This is an optimization exercise on Yosys and OpenROAD, whose aim is small area, a short achievable clock period and few clock cycles per item, not a production implementation.
Only simulation tests tie the RTL to the original design; equivalence was not proved.
Power is estimated from default activity; no workload was simulated.

## raven
Design data_mem_sized, start of the top module:
module data_mem_sized
#(
   parameter int WIDTH   = 64,
   parameter int DEPTH   = 32,
   parameter int LATENCY = 0
) (
   input  logic             im_clk,
   input  logic             im_rst_n,
   input  logic             req_valid,
   output logic             req_ready,
   input  logic             req_write,
   input  logic [1:0]       req_size,
   input  logic             req_signed,
   input  logic [WIDTH-1:0] req_addr,
   input  logic [WIDTH-1:0] req_wdata,
   output logic             resp_valid,
   output logic [WIDTH-1:0] resp_rdata,
   output logic             resp_fault
);
   localparam int AW = $clog2(DEPTH);
   logic             v1_q;
   logic             flt1_q;
   logic             ld1_q;
   logic [1:0]       sz1_q;
   logic             sg1_q;
   logic [2:0]       off1_q;
   logic [DEPTH-1:0] sel1_n_q;     
   logic [7:0]       lane1_n_q;    
   logic [WIDTH-1:0] wd1_q;
   logic             v2_q;
   logic             flt2_q;
   logic             ld2_q;
   logic [1:0]       sz2_q;
   logic             sg2_q;
   logic [2:0]       off2_q;
   logic [WIDTH-1:0] raw2_q;
   logic             v3_q;
   logic             flt3_q;
   logic [WIDTH-1:0] rd3_q;
   logic [WIDTH-1:0] mem_q [DEPTH];
   logic             mis0;
   logic             flt0;
   logic [DEPTH-1:0] dec0;
   logic [7:0]       lane_en0;
   logic [WIDTH-1:0] lane_data0;
  ...
Size in the first run: ~5000 cells after synthesis, ~2300 flip-flops.
clock: 5.5 ns
lec_check: 0
cap_margin: 20
core_margin: 2
core_utilization: 60
cts_cluster_diameter: 100
cts_cluster_size: 30
setup_slack_margin: 3.15
slew_margin: 20
standard.sh (not shown) runs the stock make flow with config.mk's settings and CLKGATE_MAP_FILE= SYNTH_SCRIPT=/design/flow/synth_recipe.tcl, a recipe that flattens the netlist after the stock synthesis.
==> flow/flow/run.sh <==
#!/bin/bash
# The standard layout, with the port buffers made of plain buffers rather than
# delay cells, and gate sizing not held to the original cell footprints.
set -euo pipefail
bash standard.sh 'BUFFER_PORTS_ARGS=-buffer_cell sky130_fd_sc_hd__buf_2' MATCH_CELL_FOOTPRINT=0 finish > standard.log 2>&1
Testbench counts of raven, summed over its fixed seeds: cycles 16,024, items 16,000.
## Diff of input files: ember against raven
- CTS_CLUSTER_DIAMETER: 100 -> 80
- SETUP_SLACK_MARGIN: 3.15 -> 3.4
- CORE_UTILIZATION: 60 -> 50
--- outcome ---
- ember | stages: all done | timing, DRC, antenna: all pass
- raven vs ember, startpoint-to-endpoint class of the critical path: reg -> reg vs reg -> out
- [ember vs raven] clock skew: higher in ember
- Looking at worst setup path startpoint, the v3_q result is from ember; the sel1_n_q[26] one comes from raven.
- Compared with raven, ember shows number of clock-tree buffers in the layout lower by 21.
- Relative to raven, number of vias in the routed layout has gone up in ember.
### ember -> zinc
- a change of CORE_UTILIZATION from 50 to 40
- a change of CTS_CLUSTER_DIAMETER from 80 to 60
- a change of SETUP_SLACK_MARGIN from 3.4 to 3.2
==> flow/run.sh (new file) <==
#!/bin/bash
# synth_recipe.tcl (not shown) runs the flow's synth.tcl, then flattens the netlist and writes it again
# the make line also repeats each setting of config.mk as NAME=value (left out here)
make -C /OpenROAD-flow-scripts/flow DESIGN_CONFIG=/design/flow/config.mk WORK_HOME=/design/flow/orfs CLKGATE_MAP_FILE= SYNTH_SCRIPT=/design/flow/synth_recipe.tcl finish
removed: flow/flow/run.sh
removed: flow/standard.sh
Notes after the runs:
zinc vs. ember: length of routed met3 wiring saw a decrease; setup slack saw a decrease; area share of fa/ha/maj cells after synthesis saw little to no change; share of power burned in the clock network saw an increase; combinational gate power saw an increase.
Diff ember -> zinc: hold slack rose by 160 ps; number of buffers inserted by post-CTS setup repair moved down; width of the die went up by 12%.

========
data_mem_sized, a different RTL version from the one above (not shown whole).
For scale: roughly 2300 flip-flops, roughly 200 I/O pins, about 82000 um^2 of cells after synthesis.
Design data_mem_sized, start of the top module:
module data_mem_sized
#(
   parameter int WIDTH   = 64,
   parameter int DEPTH   = 32,
   parameter int LATENCY = 0
) (
   input  logic             im_clk,
   input  logic             im_rst_n,
   input  logic             req_valid,
   output logic             req_ready,
   input  logic             req_write,
   input  logic [1:0]       req_size,
   input  logic             req_signed,
   input  logic [WIDTH-1:0] req_addr,
   input  logic [WIDTH-1:0] req_wdata,
   output logic             resp_valid,
   output logic [WIDTH-1:0] resp_rdata,
   output logic             resp_fault
);
Settings: LEC_CHECK=0, CAP_MARGIN=20, CORE_MARGIN=2, CORE_UTILIZATION=40, SETUP_SLACK_MARGIN=2.9, SLEW_MARGIN=20; clock period 5.5 ns.
run.sh (not shown) runs the stock make flow with config.mk's settings and CLKGATE_MAP_FILE= SYNTH_SCRIPT=/design/flow/synth_recipe.tcl, a recipe that flattens the netlist after the stock synthesis.
Stock flow here: none of the scripts above is used.
The first run passed the timing, DRC and antenna checks.
Testbench counts at the start, summed over its fixed seeds: cycles 16,024, items 16,000.
Change:
--- a/flow/config.mk
+++ b/flow/config.mk
@@ -10 +10 @@
-export CORE_UTILIZATION = 40
+export CORE_UTILIZATION = 65
Result:
- The new run finished with timing, DRC and antenna clean
- total power climbs by 1.2%
- design area drops by 1.4%
- wire length drops by 3.7%
- global-route usage climbs by 15 points
- via count climbs by 0.72%
- critical path depth climbs by 1
- die area drops by 38%
- cell count drops by 14%
Change:
--- a/flow/config.mk
+++ b/flow/config.mk
@@ -10 +10,3 @@
-export CORE_UTILIZATION = 65
+export CORE_UTILIZATION = 40
+export CTS_CLUSTER_DIAMETER = 100
+export CTS_CLUSTER_SIZE = 30
=>
- The changed run passed the timing, DRC and antenna checks
- global-route usage is lower by 15 points
- wire length went up by 2.9%
- total power falls by 19%
- worst setup slack loses 56 ps
- cell area fell by 3.5%
- non-clock buffer count is higher by 26
- register-to-register slack gets worse by 60 ps
- die area came out higher by 62%
Change:
--- a/flow/config.mk
+++ b/flow/config.mk
@@ -10,2 +10,2 @@
-export CORE_UTILIZATION = 40
-export CTS_CLUSTER_DIAMETER = 100
+export CORE_UTILIZATION = 60
+export CTS_CLUSTER_DIAMETER = 60
- synthesized area does not change
- clock power rose by 45%
- final area rose by 1.4%
- synthesized cell count does not change
- via count rose by 1.7%

========
run 1:
The RTL this note starts from:
==> flow/design.v <==
package data_mem_sized_pkg;
   localparam int WORD = 64;
   localparam logic [1:0] SZ_B = 2'b00;
   localparam logic [1:0] SZ_H = 2'b01;
   localparam logic [1:0] SZ_W = 2'b10;
   localparam logic [1:0] SZ_D = 2'b11;
endpackage
module dmem_store_lanes
(
   input  logic [1:0]      size,
   input  logic [2:0]      offset,
   input  logic [data_mem_sized_pkg::WORD-1:0] wdata,
   output logic            misaligned,
   output logic [7:0]      lane_en,
   output logic [data_mem_sized_pkg::WORD-1:0] lane_data
);
   always_comb begin
      case (size)
         data_mem_sized_pkg::SZ_B: misaligned = 1'b0;
         data_mem_sized_pkg::SZ_H: misaligned = offset[0];
         data_mem_sized_pkg::SZ_W: misaligned = |offset[1:0];
         default:                  misaligned = |offset;
      endcase
   end
   always_comb begin
      for (int k = 0; k < 8; k++) begin
         case (size)
            data_mem_sized_pkg::SZ_B: begin
               lane_data[8*k +: 8] = wdata[7:0];
               lane_en[k]          = (3'(k) == offset);
            end
            data_mem_sized_pkg::SZ_H: begin
               lane_data[8*k +: 8] = wdata[8*(k%2) +: 8];
               lane_en[k]          = (2'(k/2) == offset[2:1]);
            end
            data_mem_sized_pkg::SZ_W: begin
               lane_data[8*k +: 8] = wdata[8*(k%4) +: 8];
               lane_en[k]          = (1'(k/4) == offset[2]);
            end
            default: begin
               lane_data[8*k +: 8] = wdata[8*k +: 8];
               lane_en[k]          = 1'b1;
            end
         endcase
      end
   end
endmodule
module dmem_load_align
(
   input  logic [1:0]      size,
   input  logic            sign_ext,
   input  logic [2:0]      offset,
   input  logic [data_mem_sized_pkg::WORD-1:0] mem_word,
   output logic [data_mem_sized_pkg::WORD-1:0] load_data
);
   logic [7:0] b0, b1;
   logic [15:0] b23;
   logic       ext;
   always_comb begin
      b0  = mem_word[8*offset +: 8];
      b1  = mem_word[8*{offset[2:1], 1'b1} +: 8];
      b23 = mem_word[16*{offset[2], 1'b1} +: 16];
      case (size)
         data_mem_sized_pkg::SZ_B: ext = sign_ext & b0[7];
         data_mem_sized_pkg::SZ_H: ext = sign_ext & b1[7];
         data_mem_sized_pkg::SZ_W: ext = sign_ext & b23[15];
         default:                  ext = 1'b0;
      endcase
      load_data[7:0]   = b0;
      load_data[15:8]  = (size == data_mem_sized_pkg::SZ_B) ? {8{ext}} : b1;
      load_data[31:16] = (size[1] == 1'b0) ? {16{ext}} : b23;
      load_data[63:32] = (size == data_mem_sized_pkg::SZ_D) ? mem_word[63:32] : {32{ext}};
   end
endmodule
module data_mem_sized
#(
   parameter int WIDTH   = 64,
   parameter int DEPTH   = 32,
   parameter int LATENCY = 0
) (
   input  logic             im_clk,
   input  logic             im_rst_n,
   input  logic             req_valid,
   output logic             req_ready,
   input  logic             req_write,
   input  logic [1:0]       req_size,
   input  logic             req_signed,
   input  logic [WIDTH-1:0] req_addr,
   input  logic [WIDTH-1:0] req_wdata,
   output logic             resp_valid,
   output logic [WIDTH-1:0] resp_rdata,
   output logic             resp_fault
);
   localparam int AW = $clog2(DEPTH);
   logic             v1_q;
   logic             flt1_q;
   logic             ld1_q;
   logic [1:0]       sz1_q;
   logic             sg1_q;
   logic [2:0]       off1_q;
   logic [DEPTH-1:0] sel1_n_q;     
   logic [7:0]       lane1_n_q;    
   logic [WIDTH-1:0] wd1_q;
   logic             v2_q;
   logic             flt2_q;
   logic             ld2_q;
   logic [1:0]       sz2_q;
   logic             sg2_q;
   logic [2:0]       off2_q;
   logic [WIDTH-1:0] raw2_q;
   logic             v3_q;
   logic             flt3_q;
   logic [WIDTH-1:0] rd3_q;
   logic [WIDTH-1:0] mem_q [DEPTH];
   logic             mis0;
   logic             flt0;
   logic [DEPTH-1:0] dec0;
   logic [7:0]       lane_en0;
   logic [WIDTH-1:0] lane_data0;
   logic [WIDTH-1:0] raw1;
   logic [WIDTH-1:0] load_data2;
   assign req_ready  = 1'b1;
   assign resp_valid = v3_q;
   assign resp_rdata = rd3_q;
   assign resp_fault = flt3_q;
   dmem_store_lanes u_store (
      .size       (req_size),
      .offset     (req_addr[2:0]),
      .wdata      (req_wdata),
      .misaligned (mis0),
      .lane_en    (lane_en0),
      .lane_data  (lane_data0)
   );
   assign flt0 = (|req_addr[WIDTH-1:AW+3]) | mis0;
   always_comb begin
      for (int w = 0; w < DEPTH; w++) begin
         dec0[w] = (req_addr[AW+2:3] == AW'(w));
      end
   end
   always_ff @(posedge im_clk or negedge im_rst_n) begin
      if (!im_rst_n) begin
         v1_q      <= 1'b0;
         lane1_n_q <= '1;
      end else begin
         v1_q      <= req_valid;
         lane1_n_q <= (req_valid && req_write && !flt0) ? ~lane_en0 : 8'hFF;
      end
   end
   always_ff @(posedge im_clk) begin
      flt1_q  <= flt0;
      ld1_q   <= !req_write && !flt0;
      sz1_q   <= req_size;
      sg1_q   <= req_signed;
      off1_q  <= req_addr[2:0];
      sel1_n_q <= ~dec0;
      wd1_q   <= lane_data0;
   end
   always_ff @(posedge im_clk) begin
      for (int w = 0; w < DEPTH; w++) begin
         for (int k = 0; k < 8; k++) begin
            if (!sel1_n_q[w] && !lane1_n_q[k]) begin
               mem_q[w][8*k +: 8] <= wd1_q[8*k +: 8];
            end
         end
      end
   end
   always_comb begin
      raw1 = '1;
      for (int w = 0; w < DEPTH; w++) begin
         raw1 = raw1 & ({WIDTH{sel1_n_q[w]}} | mem_q[w]);
      end
   end
   always_ff @(posedge im_clk or negedge im_rst_n) begin
      if (!im_rst_n) begin
         v2_q <= 1'b0;
      end else begin
         v2_q <= v1_q;
      end
   end
   always_ff @(posedge im_clk) begin
      flt2_q <= flt1_q;
      ld2_q  <= ld1_q;
      sz2_q  <= sz1_q;
      sg2_q  <= sg1_q;
      off2_q <= off1_q;
      raw2_q <= raw1;
   end
   dmem_load_align u_load (
      .size      (sz2_q),
      .sign_ext  (sg2_q),
      .offset    (off2_q),
      .mem_word  (raw2_q),
      .load_data (load_data2)
   );
   always_ff @(posedge im_clk or negedge im_rst_n) begin
      if (!im_rst_n) begin
         v3_q <= 1'b0;
      end else begin
         v3_q <= v2_q;
      end
   end
   always_ff @(posedge im_clk) begin
      flt3_q <= flt2_q;
      rd3_q  <= ld2_q ? load_data2 : '0;
   end
endmodule
Settings: LEC_CHECK=0, CAP_MARGIN=20, CORE_MARGIN=2, CORE_UTILIZATION=70, CTS_CLUSTER_DIAMETER=100, CTS_CLUSTER_SIZE=30, SETUP_SLACK_MARGIN=3.6, SLEW_MARGIN=20; clock period 5.5 ns.
standard.sh (not shown) runs the stock make flow with config.mk's settings and CLKGATE_MAP_FILE= SYNTH_SCRIPT=/design/flow/synth_recipe.tcl, a recipe that flattens the netlist after the stock synthesis.
==> flow/flow/run.sh <==
#!/bin/bash
# The standard layout, with the port buffers made of plain buffers rather than
# delay cells, and gate sizing not held to the original cell footprints.
set -euo pipefail
bash standard.sh 'BUFFER_PORTS_ARGS=-buffer_cell sky130_fd_sc_hd__buf_2' MATCH_CELL_FOOTPRINT=0 finish > standard.log 2>&1
In summary, run 1 completed successfully, with a layout that passed the timing, DRC and antenna checks.
Testbench counts of run 1, summed over its fixed seeds: cycles 16,024, items 16,000.
Edits applied to the flow inputs when going from run 1 to run 2:
- CORE_UTILIZATION now 40, was 70
- SETUP_SLACK_MARGIN now 3.4, was 3.6
- CTS_CLUSTER_DIAMETER now 60, was 100
[summary]
Max number of non-clock buffers in the layout across run 1 and run 2: run 1
Higher sum of internal, switching and leakage power goes to run 2 over run 1.
Run 2 ended up with more standard cells than run 1.
Delta (run 2 minus run 1): count of inserted antenna diode cells now sits higher, clock share of power now sits higher.
Cmp run 2 vs run 1: hold slack lower in run 2
### run 2 -> run 3
- CORE_UTILIZATION changed from 40 to 60
- CTS_CLUSTER_DIAMETER changed from 60 to 100
Findings:
Run 3: no failed stages, no open violations at the end
On routed wire length, run 2 and run 3 are basically level.
[run 3 vs run 2] power share of the combinational group: higher in run 3
Summary — total leakage power, run 3 relative to run 2: lower, by about 3%.
When the final numbers for run 2 and run 3 were put side by side, the final area turned out to be greater in run 2.
Sort run 2 and run 3 by count of cells resized by post-cts repair desc -> top: run 2
For run 4, these inputs were changed with respect to run 3:
- changing CORE_UTILIZATION from 60 to 70
==> comparison <==
Sequential share of layout area ended up 0.62 points higher on run 4 than on run 3. Of the two candidates, run 3 has the worse setup slack and run 4 the better one. Power: run 4 draws less than run 3. Taking run 3 over run 4, the length of routed met3 wiring ratio works out to 0.857. Compared with run 3, run 4 ends up with less cell area. Run 4 falls short of run 3 in via count.

==> what the ideal ports hide <==
Ports are ideal in the flow. The routed layouts listed here were re-timed in OpenROAD.
Step 1: set_driving_cell puts a clkbuf_16 on im_clk and a buf_2 on each other input, an assumption about the parent block.
Step 2 times the ports against the registers' clock, not the clock port: input delays grow and output delays shrink by t, the midpoint of the rising clock arrivals with the driver on.
a / b / c = ideal / step 1 / step 2; a / b = the first two.
run	t, ns	slack for setup (ns)	worst hold slack (ns)	worst register clock-pin slew, ns	pins driven straight from the clock port
raven	0.818	3.115 / 3.057 / 2.495	0.231 / 0.213 / 0.333	0.12 / 0.12	1
ember	0.858	3.106 / 3.020 / 2.655	0.171 / 0.138 / 0.334	0.12 / 0.12	1
zinc	0.893	3.083 / 3.000 / 2.464	0.334 / 0.334 / 0.334	0.11 / 0.11	1
the first run of note 2	0.933	2.850 / 2.759 / 2.296	0.299 / 0.299 / 0.299	0.07 / 0.07	1
the second run of note 2	0.929	2.882 / 2.849 / 2.139	0.329 / 0.329 / 0.329	0.07 / 0.07	1
the third run of note 2	0.815	2.826 / 2.826 / 2.295	0.335 / 0.335 / 0.335	0.12 / 0.12	1
the fourth run of note 2	0.877	2.886 / 2.876 / 2.111	0.339 / 0.339 / 0.339	0.10 / 0.10	1
run 1	0.805	3.178 / 3.092 / 2.930	0.231 / 0.173 / 0.340	0.12 / 0.12	1
run 2	0.909	3.105 / 3.008 / 2.628	0.184 / 0.108 / 0.328	0.11 / 0.11	1
run 3	0.828	3.124 / 3.042 / 2.723	0.204 / 0.147 / 0.354	0.12 / 0.12	1
run 4	0.807	3.134 / 3.054 / 2.699	0.245 / 0.188 / 0.342	0.12 / 0.12	1
After both steps setup and hold are still met in every run listed. For the fourth run of note 2, which loses most, drivers alone change the setup slack by -0.010 ns; drivers and shift together by -0.775 ns.
